This is an optimization exercise on Yosys and OpenROAD, whose aim is small area, not a production implementation.
In this exercise RTL edits were held to simulation tests only and were not proved equivalent to the original.

== oak ==
==> module rv_regfile_ecc, before the edit <==
module rv_regfile_ecc (
  input  logic                    clk_i,
  input  logic                    rst_ni,
  input  logic                    clock_en_i,
  input  logic                    we_i,
  input  rv_shell_pkg::reg_addr_t waddr_i,
  input  logic [32-1:0]     wdata_i,
  input  rv_shell_pkg::reg_addr_t raddr_a_i,
  input  rv_shell_pkg::reg_addr_t raddr_b_i,
  output logic [32-1:0]     rdata_a_o,
  output logic [32-1:0]     rdata_b_o
);
  logic [32-1:1] we_dec;
  logic [32-1:1] valid_q;
  logic [32-1:1] sel_a;
  logic [32-1:1] sel_b;
  logic                    wr_go;
  logic [32-1:0] mem_q [32-1:1];
  assign wr_go = clock_en_i & we_i;
  for (genvar i = 1; i < 32; i++) begin : gen_entry
    assign we_dec[i] = wr_go && (waddr_i == 5'(i));
    always_ff @(posedge clk_i or negedge rst_ni) begin
      if (!rst_ni) begin
        valid_q[i] <= 1'b0;
      end else if (we_dec[i]) begin
        valid_q[i] <= 1'b1;
      end
    end
    always_ff @(posedge clk_i) begin
      if (we_dec[i]) begin
        mem_q[i] <= wdata_i;
      end
    end
    assign sel_a[i] = valid_q[i] && (raddr_a_i == 5'(i));
    assign sel_b[i] = valid_q[i] && (raddr_b_i == 5'(i));
  end
  for (genvar b = 0; b < 32; b++) begin : gen_bit
    logic [32-1:1] col;
    for (genvar i = 1; i < 32; i++) begin : gen_col
      assign col[i] = mem_q[i][b];
    end
    rv_rf_rdbit u_rd_a (.sel_i(sel_a), .d_i(col), .q_o(rdata_a_o[b]));
    rv_rf_rdbit u_rd_b (.sel_i(sel_b), .d_i(col), .q_o(rdata_b_o[b]));
  end
endmodule
export LEC_CHECK = 0
export CAP_MARGIN = 10
export CORE_MARGIN = 2
export CORE_UTILIZATION = 50
export SLEW_MARGIN = 10
export SYNTH_HIERARCHICAL = 1
create_clock -name core_clock -period 6.0 [get_ports {clk_i}]
standard.sh (not shown) runs the stock make flow with config.mk's settings and CLKGATE_MAP_FILE= SYNTH_SCRIPT=/design/flow/synth_recipe.tcl, a recipe that flattens the netlist after the stock synthesis.
==> flow/flow/run.sh <==
#!/bin/bash
# Standard ORFS layout with two changes: the port buffers are plain
# buf_1 cells (the resizer may still upsize them), and clock tree synthesis
# clusters more registers per leaf buffer, uses one clock buffer type and
# inserts no dummy loads.
set -euo pipefail
bash standard.sh \
  "BUFFER_PORTS_ARGS=-buffer_cell sky130_fd_sc_hd__buf_1" \
  "CTS_ARGS=-sink_clustering_enable -sink_clustering_size 16 -sink_clustering_max_diameter 100 -repair_clock_nets -dont_use_dummy_load -buf_list {sky130_fd_sc_hd__clkbuf_8}" \
  finish > standard_flow.log 2>&1
Modified inputs, pine compared to oak
-- flow/design.v --
<<< oak, line 58
  logic [32-1:1] sel_b;
  logic                    wr_go;
  logic [32-1:0] mem_q [32-1:1];
  assign wr_go = clock_en_i & we_i;
  for (genvar i = 1; i < 32; i++) begin : gen_entry
    assign we_dec[i] = wr_go && (waddr_i == 5'(i));
    always_ff @(posedge clk_i or negedge rst_ni) begin
      if (!rst_ni) begin
>>> pine, line 58
  logic [32-1:1] sel_b;
  logic                    wr_go;
  logic [3:0] wlo_n, rlo_a, rlo_b;
  logic [7:0] whi_n, rhi_a, rhi_b;
  logic [32-1:0] mem_q [32-1:1];
  assign wr_go = clock_en_i & we_i;
  rv_rf_predec_w u_predec_w (.addr_i(waddr_i),   .en_i(wr_go), .lo_no(wlo_n), .hi_no(whi_n));
  rv_rf_predec_r u_predec_a (.addr_i(raddr_a_i), .lo_o(rlo_a), .hi_o(rhi_a));
  rv_rf_predec_r u_predec_b (.addr_i(raddr_b_i), .lo_o(rlo_b), .hi_o(rhi_b));
  for (genvar i = 1; i < 32; i++) begin : gen_entry
    rv_rf_nor2 u_we (.a_i(wlo_n[i%4]), .b_i(whi_n[i/4]), .y_o(we_dec[i]));
    always_ff @(posedge clk_i or negedge rst_ni) begin
      if (!rst_ni) begin
<<< oak, line 74
      end
    end
    assign sel_a[i] = valid_q[i] && (raddr_a_i == 5'(i));
    assign sel_b[i] = valid_q[i] && (raddr_b_i == 5'(i));
  end
  for (genvar b = 0; b < 32; b++) begin : gen_bit
>>> pine, line 79
      end
    end
    rv_rf_and3 u_sel_a (.a_i(valid_q[i]), .b_i(rlo_a[i%4]), .c_i(rhi_a[i/4]), .y_o(sel_a[i]));
    rv_rf_and3 u_sel_b (.a_i(valid_q[i]), .b_i(rlo_b[i%4]), .c_i(rhi_b[i/4]), .y_o(sel_b[i]));
  end
  for (genvar b = 0; b < 32; b++) begin : gen_bit
<<< oak, line 87
endmodule
`default_nettype wire
module rv_rf_rdbit (
  input  logic [32-1:1] sel_i,
>>> pine, line 92
endmodule
`default_nettype wire
module rv_rf_predec_w (
  input  logic [5-1:0] addr_i,
  input  logic                  en_i,
  output logic [3:0]            lo_no,
  output logic [7:0]            hi_no
);
  for (genvar k = 0; k < 4; k++) begin : gen_lo
    assign lo_no[k] = ~(en_i && (addr_i[1:0] == 2'(k)));
  end
  for (genvar k = 0; k < 8; k++) begin : gen_hi
    assign hi_no[k] = ~(addr_i[4:2] == 3'(k));
  end
endmodule
module rv_rf_predec_r (
  input  logic [5-1:0] addr_i,
  output logic [3:0]            lo_o,
  output logic [7:0]            hi_o
);
  for (genvar k = 0; k < 4; k++) begin : gen_lo
    assign lo_o[k] = (addr_i[1:0] == 2'(k));
  end
  for (genvar k = 0; k < 8; k++) begin : gen_hi
    assign hi_o[k] = (addr_i[4:2] == 3'(k));
  end
endmodule
module rv_rf_nor2 (
  input  logic a_i,
  input  logic b_i,
  output logic y_o
);
  assign y_o = ~(a_i | b_i);
endmodule
module rv_rf_and3 (
  input  logic a_i,
  input  logic b_i,
  input  logic c_i,
  output logic y_o
);
  assign y_o = a_i & b_i & c_i;
endmodule
module rv_rf_rdbit (
  input  logic [32-1:1] sel_i,
## What came out
In the reports for pine and oak, the larger clock tree skew after final layout belongs to pine. pine: number of distinct standard cells referenced by the synthesized netlist is 10 lower than what oak reported. Delta (pine minus oak): placer congestion estimate moved down; setup slack has decreased. Relative to oak, met2 track demand over resource in global routing decreased by 0.26 points in pine. Relative to oak, number of non-clock inverters has decreased by 4 in pine. Count of inserted antenna diode cells ends up higher on pine.

==> separate check: timing with driven ports <==
In the flow no input, the clock included, has a driving cell. The finished layouts below were timed again as built, in two steps. Step 1 sets driving cells, clkbuf_16 on the clock port and buf_2 on the other inputs (assumed; they add their load-dependent delay and slew). Step 2 also shifts input and output timing later by t, the mid clock arrival at the registers, as if the neighbouring blocks saw the same clock. Slacks: ideal ports / drivers / drivers and shift; pairs: ideal ports / drivers.
| run | t, ns | setup WS [ns] | worst setup path after step 2 |
|---|---|---|---|
| oak | 0.756 | 0.535 / 0.509 / 0.509 | input to output |
| pine | 0.732 | 0.523 / 0.498 / 0.498 | input to output |
After both steps every run listed still meets setup and hold. The setup slack of oak, which loses most, moves by -0.026 ns with the drivers and by -0.026 ns with both steps.
